From an optimization exercise on the open Yosys and OpenROAD flow, aimed at small area and a short achievable clock period; shortcuts taken in it are not production practice.
RTL that was checked went through simulation tests only; none was proved equivalent to the original.
Power figures rest on the tool's default switching activity, not on a simulated workload.

## csr_unit
module csr_unit (
    input  logic                      clk,
    input  logic                      rst,
    input  logic                      new_request,
    input  logic [12-1:0]    csr_addr,
    input  logic [1:0]                csr_op,
    input  logic [32-1:0]      rs1,
    input  logic                      read_regs,
    input  logic                      commit,
    input  logic                      exception_valid,
    input  logic [4-1:0]   exception_code,
    input  logic [32-1:0]      exception_pc,
    input  logic                      mret,
    input  logic                      instruction_complete,
    output logic                      csr_exception,
    output logic [32-1:0]      wb_csr,
    output logic [32-1:0]      trap_pc,
    output logic [32-1:0]      csr_mepc,
    output logic [1:0]                current_privilege
);
==> module csr_illegal, before the edit <==
module csr_illegal (
    input  logic [11:0] a,
    input  logic        new_request,
    input  logic        pm,
    output logic        illegal
);
    logic x, x0, x6, x11, n_ab7, n_543a, n_543b, n_21, n_61, n_20a, n_20b;
    logic f_pos, n_765, n_310, n_106, h_c, n_986;
    csr_g_and3 g_x     (.a(pm), .b(a[9]), .c(a[8]), .y(x));
    csr_g_and4 g_x0    (.a(pm), .b(a[9]), .c(a[8]), .d(a[0]), .y(x0));
    csr_g_and4 g_x6    (.a(pm), .b(a[9]), .c(a[8]), .d(a[6]), .y(x6));
    csr_g_and4 g_x11   (.a(pm), .b(a[9]), .c(a[8]), .d(a[11]), .y(x11));
    csr_g_nor3 g_ab7   (.a(a[11]), .b(a[10]), .c(a[7]), .y(n_ab7));
    csr_g_nor3 g_543a  (.a(a[5]), .b(a[4]), .c(a[3]), .y(n_543a));
    csr_g_nor3 g_543b  (.a(a[5]), .b(a[4]), .c(a[3]), .y(n_543b));
    csr_g_nor2 g_21    (.a(a[2]), .b(a[1]), .y(n_21));
    csr_g_nor2 g_61    (.a(a[6]), .b(a[1]), .y(n_61));
    csr_g_nor2 g_20a   (.a(a[2]), .b(a[0]), .y(n_20a));
    csr_g_nor2 g_20b   (.a(a[2]), .b(a[0]), .y(n_20b));
    csr_g_and4 g_fpos  (.a(a[11]), .b(a[10]), .c(a[4]), .d(a[2]), .y(f_pos));
    csr_g_nor3 g_765   (.a(a[7]), .b(a[6]), .c(a[5]), .y(n_765));
    csr_g_nor3 g_310   (.a(a[3]), .b(a[1]), .c(a[0]), .y(n_310));
    csr_g_nor2 g_106   (.a(a[10]), .b(a[6]), .y(n_106));
    csr_g_and2 g_hc    (.a(a[11]), .b(a[10]), .y(h_c));
    csr_g_nor3 g_986   (.a(a[9]), .b(a[8]), .c(a[6]), .y(n_986));
    logic n1, n2, n3, n4, n5, n6;
    csr_g_nand4 g_n1 (.a(x),     .b(n_ab7), .c(n_543a), .d(n_21),  .y(n1));
    csr_g_nand4 g_n2 (.a(x0),    .b(n_ab7), .c(n_543a), .d(n_61),  .y(n2));
    csr_g_nand4 g_n3 (.a(x6),    .b(n_ab7), .c(n_543a), .d(n_20a), .y(n3));
    csr_g_nand4 g_n4 (.a(x),     .b(f_pos), .c(n_765),  .d(n_310), .y(n4));
    csr_g_nand4 g_n5 (.a(x11),   .b(n_106), .c(n_543b), .d(n_20b), .y(n5));
    csr_g_nand4 g_n6 (.a(h_c),   .b(n_986), .c(n_543b), .d(n_20b), .y(n6));
    logic u1, u2;
    csr_g_nand3 g_u1 (.a(n1), .b(n2), .c(n3), .y(u1));
    csr_g_nand4 g_u2 (.a(n4), .b(n5), .c(n6), .d(new_request), .y(u2));
    csr_g_nor2 g_ill (.a(u1), .b(u2), .y(illegal));
endmodule
export LEC_CHECK = 0
export CAP_MARGIN = 20
export CORE_MARGIN = 2
export CORE_UTILIZATION = 40
export CTS_BUF_LIST = sky130_fd_sc_hd__clkbuf_8
export CTS_CLUSTER_DIAMETER = 60
export CTS_CLUSTER_SIZE = 12
export SETUP_SLACK_MARGIN = 1.85
export SLEW_MARGIN = 20
export SYNTH_HIERARCHICAL = 1
create_clock -name core_clock -period 4.2 [get_ports {clk}]
standard.sh (not shown) runs the stock make flow with config.mk's settings and CLKGATE_MAP_FILE= SYNTH_SCRIPT=/design/flow/synth_recipe.tcl, a recipe that flattens the netlist after the stock synthesis.
==> flow/flow/run.sh <==
#!/bin/bash
# Standard layout (standard.sh) with these changes:
# - the port buffers are inserted as buf_1 (later repair sizes them up where needed);
# - before floorplan, every combinational cell off the csr_exception path is set to
#   the smallest drive strength of its function (downsize.tcl); the floorplan,
#   placement and CTS repair steps then size up what timing, slew and capacitance need;
# - after global placement, the input buffers feeding the csr_exception path are
#   set to buf_8 (portbuf.tcl).
# ORFS writes each step's full log under orfs/logs/; make's output goes to standard.log.
set -euo pipefail
here="$(cd "$(dirname "${BASH_SOURCE[0]}")" && pwd)"
export BUFFER_PORTS_ARGS="-buffer_cell sky130_fd_sc_hd__buf_1"
export PRE_FLOORPLAN_TCL="$here/downsize.tcl"
export POST_GLOBAL_PLACE_TCL="$here/portbuf.tcl"
bash standard.sh finish > standard.log 2>&1
Other scripts of this flow, unchanged in this note and not shown: flow/flow/cone.tcl, flow/flow/downsize.tcl, flow/flow/portbuf.tcl
Then changed:
--- a/flow/design.v
+++ b/flow/design.v
@@ -69,5 +69,6 @@
     output logic        illegal
 );
-    logic x, x0, x6, x11, n_ab7, n_543a, n_543b, n_21, n_61, n_20a, n_20b;
+    logic x, x0, x6, x11, n_ab7a, n_ab7b, n_ab7c, n_543a, n_543b, n_543c, n_543d, n_543e;
+    logic n_21, n_61, n_20a, n_20b;
     logic f_pos, n_765, n_310, n_106, h_c, n_986;
     csr_g_and3 g_x     (.a(pm), .b(a[9]), .c(a[8]), .y(x));
@@ -75,7 +76,12 @@
     csr_g_and4 g_x6    (.a(pm), .b(a[9]), .c(a[8]), .d(a[6]), .y(x6));
     csr_g_and4 g_x11   (.a(pm), .b(a[9]), .c(a[8]), .d(a[11]), .y(x11));
-    csr_g_nor3 g_ab7   (.a(a[11]), .b(a[10]), .c(a[7]), .y(n_ab7));
+    csr_g_nor3 g_ab7a  (.a(a[11]), .b(a[10]), .c(a[7]), .y(n_ab7a));
+    csr_g_nor3 g_ab7b  (.a(a[11]), .b(a[10]), .c(a[7]), .y(n_ab7b));
+    csr_g_nor3 g_ab7c  (.a(a[11]), .b(a[10]), .c(a[7]), .y(n_ab7c));
     csr_g_nor3 g_543a  (.a(a[5]), .b(a[4]), .c(a[3]), .y(n_543a));
     csr_g_nor3 g_543b  (.a(a[5]), .b(a[4]), .c(a[3]), .y(n_543b));
+    csr_g_nor3 g_543c  (.a(a[5]), .b(a[4]), .c(a[3]), .y(n_543c));
+    csr_g_nor3 g_543d  (.a(a[5]), .b(a[4]), .c(a[3]), .y(n_543d));
+    csr_g_nor3 g_543e  (.a(a[5]), .b(a[4]), .c(a[3]), .y(n_543e));
     csr_g_nor2 g_21    (.a(a[2]), .b(a[1]), .y(n_21));
     csr_g_nor2 g_61    (.a(a[6]), .b(a[1]), .y(n_61));
@@ -89,10 +95,10 @@
     csr_g_nor3 g_986   (.a(a[9]), .b(a[8]), .c(a[6]), .y(n_986));
     logic n1, n2, n3, n4, n5, n6;
-    csr_g_nand4 g_n1 (.a(x),     .b(n_ab7), .c(n_543a), .d(n_21),  .y(n1));
-    csr_g_nand4 g_n2 (.a(x0),    .b(n_ab7), .c(n_543a), .d(n_61),  .y(n2));
-    csr_g_nand4 g_n3 (.a(x6),    .b(n_ab7), .c(n_543a), .d(n_20a), .y(n3));
+    csr_g_nand4 g_n1 (.a(x),     .b(n_ab7a), .c(n_543a), .d(n_21),  .y(n1));
+    csr_g_nand4 g_n2 (.a(x0),    .b(n_ab7b), .c(n_543b), .d(n_61),  .y(n2));
+    csr_g_nand4 g_n3 (.a(x6),    .b(n_ab7c), .c(n_543c), .d(n_20a), .y(n3));
     csr_g_nand4 g_n4 (.a(x),     .b(f_pos), .c(n_765),  .d(n_310), .y(n4));
-    csr_g_nand4 g_n5 (.a(x11),   .b(n_106), .c(n_543b), .d(n_20b), .y(n5));
-    csr_g_nand4 g_n6 (.a(h_c),   .b(n_986), .c(n_543b), .d(n_20b), .y(n6));
+    csr_g_nand4 g_n5 (.a(x11),   .b(n_106), .c(n_543d), .d(n_20b), .y(n5));
+    csr_g_nand4 g_n6 (.a(h_c),   .b(n_986), .c(n_543e), .d(n_20b), .y(n6));
     logic u1, u2;
     csr_g_nand3 g_u1 (.a(n1), .b(n2), .c(n3), .y(u1));
Effect: Maximum frequency fell by 0.44%; count of clock-buffer cells in the layout rose by 1; wire length fell by about 2.4%; die area rose by 0.35%; design area fell by about 0.5%; clock skew fell by 0.0036 ns; non-clock buffer count fell by 7; critical path depth is unchanged; power fell by 1.4%; via count fell by 0.46%; worst setup slack got worse by 0.011 ns.
For the second run of this note, only the layout was checked, not whether the RTL still works.

========
csr_unit, a different RTL version from the one above (not shown whole).
For scale: roughly 1300 cells after synthesis, ~190 I/O pins.
==> module csr_g_nor4bb, before the edit <==
module csr_g_nor4bb (input logic a, b, cn, dn, output logic y);
    assign y = !(a || b || !cn || !dn);
endmodule
==> module csr_g_and4bb, before the edit <==
module csr_g_and4bb (input logic an, bn, c, d, output logic y);
    assign y = !an && !bn && c && d;
endmodule
==> module csr_g_xor2, before the edit <==
module csr_g_xor2 (input logic a, b, output logic y);
    assign y = a ^ b;
endmodule
==> module csr_g_nand4b, before the edit <==
module csr_g_nand4b (input logic an, b, c, d, output logic y);
    assign y = !(!an && b && c && d);
endmodule
==> module csr_g_nand3b, before the edit <==
module csr_g_nand3b (input logic an, b, c, output logic y);
    assign y = !(!an && b && c);
endmodule
==> module csr_wdec, before the edit <==
module csr_wdec (
    input  logic [11:0] a,
    input  logic        read_regs,
    input  logic        commit,
    input  logic        pm,
    input  logic        rst,
    input  logic        exc,
    input  logic        inc,
    output logic        en_mtvec,
    output logic        en_mscratch,
    output logic        en_mepc,
    output logic        en_mcause,
    output logic        we_mstatus,
    output logic        sel_cyc_lo,
    output logic        sel_cyc_hi,
    output logic        sel_ins_lo,
    output logic        sel_ins_hi,
    output logic        ncin_cyc,
    output logic        ncin_ins,
    output logic        s_st, s_isa, s_tv, s_sc, s_ep, s_ca,
    output logic        s_cl, s_ch, s_il, s_ih
);
    logic g1, m3a, m3b, ct1, ct2, ct3, z61, z210, z21, z20, z62, z10;
    logic nrst, nexc, na7, na1;
    csr_g_and4  g_g1   (.a(commit), .b(pm), .c(a[9]), .d(a[8]), .y(g1));    
    csr_g_nor3  g_m3a  (.a(a[11]), .b(a[10]), .c(a[7]), .y(m3a));
    csr_g_nor3  g_m3b  (.a(a[5]), .b(a[4]), .c(a[3]), .y(m3b));
    csr_g_nor2b g_ct1  (.a(a[10]), .bn(a[11]), .y(ct1));                   
    csr_g_nor3  g_ct2  (.a(a[6]), .b(a[5]), .c(a[4]), .y(ct2));
    csr_g_nor3  g_ct3  (.a(a[3]), .b(a[2]), .c(a[0]), .y(ct3));
    csr_g_nor2  g_z61  (.a(a[6]), .b(a[1]), .y(z61));
    csr_g_nor3  g_z210 (.a(a[2]), .b(a[1]), .c(a[0]), .y(z210));
    csr_g_nor2  g_z21  (.a(a[2]), .b(a[1]), .y(z21));
    csr_g_nor2  g_z20  (.a(a[2]), .b(a[0]), .y(z20));
    csr_g_nor2  g_z62  (.a(a[6]), .b(a[2]), .y(z62));
    csr_g_nor2  g_z10  (.a(a[1]), .b(a[0]), .y(z10));
    csr_g_inv   g_nrst (.a(rst), .y(nrst));
    csr_g_inv   g_nexc (.a(exc), .y(nexc));
    csr_g_inv   g_na7  (.a(a[7]), .y(na7));
    csr_g_inv   g_na1  (.a(a[1]), .y(na1));
    logic nm3, nwc;
    csr_g_nand3 g_nm3 (.a(g1), .b(m3a), .c(m3b), .y(nm3));
    csr_g_nand4 g_nwc (.a(g1), .b(ct1), .c(ct2), .d(ct3), .y(nwc));
    logic t_ins;
    csr_g_o31ai  g_xcl (.a1(nwc), .a2(a[7]), .a3(a[1]), .b1(nrst), .y(sel_cyc_lo));
    csr_g_o31ai  g_xch (.a1(nwc), .a2(na7),  .a3(a[1]), .b1(nrst), .y(sel_cyc_hi));
    csr_g_o31ai  g_xil (.a1(nwc), .a2(a[7]), .a3(na1),  .b1(nrst), .y(sel_ins_lo));
    csr_g_o31ai  g_xih (.a1(nwc), .a2(na7),  .a3(na1),  .b1(nrst), .y(sel_ins_hi));
    csr_g_nor2   g_ncc (.a(nwc), .b(a[1]), .y(ncin_cyc));
    csr_g_nand2b g_tin (.an(nwc), .b(a[1]), .y(t_ins));
    csr_g_nand2  g_nci (.a(inc), .b(t_ins), .y(ncin_ins));
    logic rd, r1, rc, hc1, nr3, nctb, nctc, nct;
    logic np_st, np_isa, np_tv, np_sc, np_ep, np_ca;
    csr_g_nor2b  g_rd   (.a(rst), .bn(read_regs), .y(rd));                
    csr_g_and3   g_r1   (.a(rd), .b(a[9]), .c(a[8]), .y(r1));
    csr_g_nor3b  g_rc   (.a(a[9]), .b(a[8]), .cn(rd), .y(rc));            
    csr_g_and2   g_hc1  (.a(a[11]), .b(a[10]), .y(hc1));
    csr_g_nand3  g_nr3  (.a(r1), .b(m3a), .c(m3b), .y(nr3));
    csr_g_nand4  g_nctb (.a(r1), .b(ct1), .c(ct2), .d(ct3), .y(nctb));    
    csr_g_nand4  g_nctc (.a(rc), .b(hc1), .c(ct2), .d(ct3), .y(nctc));    
    csr_g_and2   g_nct  (.a(nctb), .b(nctc), .y(nct));
    csr_g_nand2  g_pst  (.a(z62), .b(z10), .y(np_st));                    
    csr_g_nand3  g_pisa (.a(z61), .b(z21), .c(a[0]), .y(np_isa));         
    csr_g_nand3  g_ptv  (.a(z61), .b(a[2]), .c(a[0]), .y(np_tv));         
    csr_g_nand2  g_psc  (.a(a[6]), .b(z210), .y(np_sc));                  
    csr_g_nand3  g_pep  (.a(a[6]), .b(z21), .c(a[0]), .y(np_ep));         
    csr_g_nand3  g_pca  (.a(a[6]), .b(z20), .c(a[1]), .y(np_ca));         
    csr_g_nor2   g_sst  (.a(nr3), .b(np_st),  .y(s_st));
    csr_g_nor2   g_sisa (.a(nr3), .b(np_isa), .y(s_isa));
    csr_g_nor2   g_stv  (.a(nr3), .b(np_tv),  .y(s_tv));
    csr_g_nor2   g_ssc  (.a(nr3), .b(np_sc),  .y(s_sc));
    csr_g_nor2   g_sep  (.a(nr3), .b(np_ep),  .y(s_ep));
    csr_g_nor2   g_sca  (.a(nr3), .b(np_ca),  .y(s_ca));
    csr_g_nor3   g_scl  (.a(nct), .b(a[7]), .c(a[1]), .y(s_cl));
    csr_g_nor3b  g_sch  (.a(nct), .b(a[1]), .cn(a[7]), .y(s_ch));
    csr_g_nor3b  g_sil  (.a(nct), .b(a[7]), .cn(a[1]), .y(s_il));
    csr_g_and3b  g_sih  (.an(nct), .b(a[7]), .c(a[1]), .y(s_ih));
    csr_g_o21ai  g_etv (.a1(nm3), .a2(np_tv), .b1(nrst), .y(en_mtvec));
    csr_g_o21ai  g_esc (.a1(nm3), .a2(np_sc), .b1(nrst), .y(en_mscratch));
    csr_g_o211ai g_eep (.a1(nm3), .a2(np_ep), .b1(nrst), .c1(nexc), .y(en_mepc));
    csr_g_o211ai g_eca (.a1(nm3), .a2(np_ca), .b1(nrst), .c1(nexc), .y(en_mcause));
    csr_g_nor2   g_wms (.a(nm3), .b(np_st), .y(we_mstatus));
endmodule
Settings: LEC_CHECK=0, CAP_MARGIN=20, CORE_MARGIN=2, CORE_UTILIZATION=40, CTS_BUF_LIST=sky130_fd_sc_hd__clkbuf_8, CTS_CLUSTER_DIAMETER=60, CTS_CLUSTER_SIZE=12, SETUP_SLACK_MARGIN=1.7, SLEW_MARGIN=20, SYNTH_HIERARCHICAL=1; clock period 4.2 ns.
Scripts as last shown in full above: flow/flow/run.sh
Other scripts of this flow, unchanged in this note and not shown: flow/flow/cone.tcl, flow/flow/downsize.tcl, flow/flow/portbuf.tcl
Next try:
--- a/flow/design.v
+++ b/flow/design.v
@@ -48,7 +48,4 @@
     assign y = !(a || b || !cn);
 endmodule
-module csr_g_nor4bb (input logic a, b, cn, dn, output logic y);
-    assign y = !(a || b || !cn || !dn);
-endmodule
 module csr_g_and3b (input logic an, b, c, output logic y);
     assign y = !an && b && c;
@@ -57,7 +54,4 @@
     assign y = a && b && c;
 endmodule
-module csr_g_and4bb (input logic an, bn, c, d, output logic y);
-    assign y = !an && !bn && c && d;
-endmodule
 module csr_g_nor2b (input logic a, bn, output logic y);
     assign y = !(a || !bn);
@@ -127,7 +121,4 @@
     assign y = !a;
 endmodule
-module csr_g_xor2 (input logic a, b, output logic y);
-    assign y = a ^ b;
-endmodule
 module csr_g_xnor2 (input logic a, b, output logic y);
     assign y = !(a ^ b);
@@ -136,9 +127,9 @@
     assign y = !(s ? a1 : a0);
 endmodule
-module csr_g_nand4b (input logic an, b, c, d, output logic y);
-    assign y = !(!an && b && c && d);
+module csr_g_a21oi (input logic a1, a2, b1, output logic y);
+    assign y = !((a1 && a2) || b1);
 endmodule
-module csr_g_nand3b (input logic an, b, c, output logic y);
-    assign y = !(!an && b && c);
+module csr_g_or2 (input logic a, b, output logic y);
+    assign y = a || b;
 endmodule
 module csr_g_nand2b (input logic an, b, output logic y);
@@ -205,5 +196,5 @@
     csr_g_nand2b g_tin (.an(nwc), .b(a[1]), .y(t_ins));
     csr_g_nand2  g_nci (.a(inc), .b(t_ins), .y(ncin_ins));
-    logic rd, r1, rc, hc1, nr3, nctb, nctc, nct;
+    logic rd, r1, rc, hc1, nr3, nctb, nctc;
     logic np_st, np_isa, np_tv, np_sc, np_ep, np_ca;
     csr_g_nor2b  g_rd   (.a(rst), .bn(read_regs), .y(rd));                
@@ -214,5 +205,4 @@
     csr_g_nand4  g_nctb (.a(r1), .b(ct1), .c(ct2), .d(ct3), .y(nctb));    
     csr_g_nand4  g_nctc (.a(rc), .b(hc1), .c(ct2), .d(ct3), .y(nctc));    
-    csr_g_and2   g_nct  (.a(nctb), .b(nctc), .y(nct));
     csr_g_nand2  g_pst  (.a(z62), .b(z10), .y(np_st));                    
     csr_g_nand3  g_pisa (.a(z61), .b(z21), .c(a[0]), .y(np_isa));         
@@ -227,8 +217,13 @@
     csr_g_nor2   g_sep  (.a(nr3), .b(np_ep),  .y(s_ep));
     csr_g_nor2   g_sca  (.a(nr3), .b(np_ca),  .y(s_ca));
-    csr_g_nor3   g_scl  (.a(nct), .b(a[7]), .c(a[1]), .y(s_cl));
-    csr_g_nor3b  g_sch  (.a(nct), .b(a[1]), .cn(a[7]), .y(s_ch));
-    csr_g_nor3b  g_sil  (.a(nct), .b(a[7]), .cn(a[1]), .y(s_il));
-    csr_g_and3b  g_sih  (.an(nct), .b(a[7]), .c(a[1]), .y(s_ih));
+    logic n_cl, n_ch, n_il, n_ih;
+    csr_g_or2    g_ncl (.a(a[7]), .b(a[1]), .y(n_cl));                    
+    csr_g_nand2b g_nch (.an(a[1]), .b(a[7]), .y(n_ch));                   
+    csr_g_nand2b g_nil (.an(a[7]), .b(a[1]), .y(n_il));                   
+    csr_g_nand2  g_nih (.a(a[7]), .b(a[1]), .y(n_ih));                    
+    csr_g_a21oi  g_scl (.a1(nctb), .a2(nctc), .b1(n_cl), .y(s_cl));
+    csr_g_a21oi  g_sch (.a1(nctb), .a2(nctc), .b1(n_ch), .y(s_ch));
+    csr_g_a21oi  g_sil (.a1(nctb), .a2(nctc), .b1(n_il), .y(s_il));
+    csr_g_a21oi  g_sih (.a1(nctb), .a2(nctc), .b1(n_ih), .y(s_ih));
     csr_g_o21ai  g_etv (.a1(nm3), .a2(np_tv), .b1(nrst), .y(en_mtvec));
     csr_g_o21ai  g_esc (.a1(nm3), .a2(np_sc), .b1(nrst), .y(en_mscratch));
Combinational power hardly moves.
Sequential power is about the same.
Power goes down by about 0.6%.
Routed wire length rose by about 2.8%.
Clock power is about the same.
Setup slack got worse by 0.023 ns.
Final cell count hardly moves.
Register-to-register slack got worse by 0.10 ns.
Non-clock buffer count went up by 2.
Function was not checked in any run of this note: the RTL went through the layout flow alone.

-- port drivers added, routing unchanged --
How much do the figures lean on ideal ports? The routed layouts below were timed once more, with nothing changed but the port constraints. Step 1 sets driving cells, clkbuf_16 on the clock port and buf_2 on the other inputs (assumed; they add their load-dependent delay and slew). Step 2 times the ports against the registers' clock, not the clock port: input delays grow and output delays shrink by t, the midpoint of the rising clock arrivals with the driver on. a / b / c = ideal ports / drivers / drivers and shift; a / b = the first two.
| run | t, ns | setup WS [ns] | worst setup path after step 2 | latest minus earliest clock arrival (ns) | worst slew at a driven data input, ns |
|---|---|---|---|---|---|
| the first run of note 1 | 0.655 | 1.773 / 1.720 / 1.251 | input to register | 0.027 / 0.027 | 0.08 |
| the second run of note 1 | 0.635 | 1.762 / 1.732 / 1.150 | input to register | 0.022 / 0.023 | 0.07 |
| the first run of note 2 | 0.635 | 1.729 / 1.684 / 1.164 | input to register | 0.025 / 0.025 | 0.07 |
| the second run of note 2 | 0.641 | 1.706 / 1.695 / 1.086 | input to register | 0.024 / 0.025 | 0.07 |
After both steps every run listed still meets setup and hold. For the second run of note 2, which loses most, drivers alone change the setup slack by -0.011 ns; drivers and shift together by -0.620 ns.
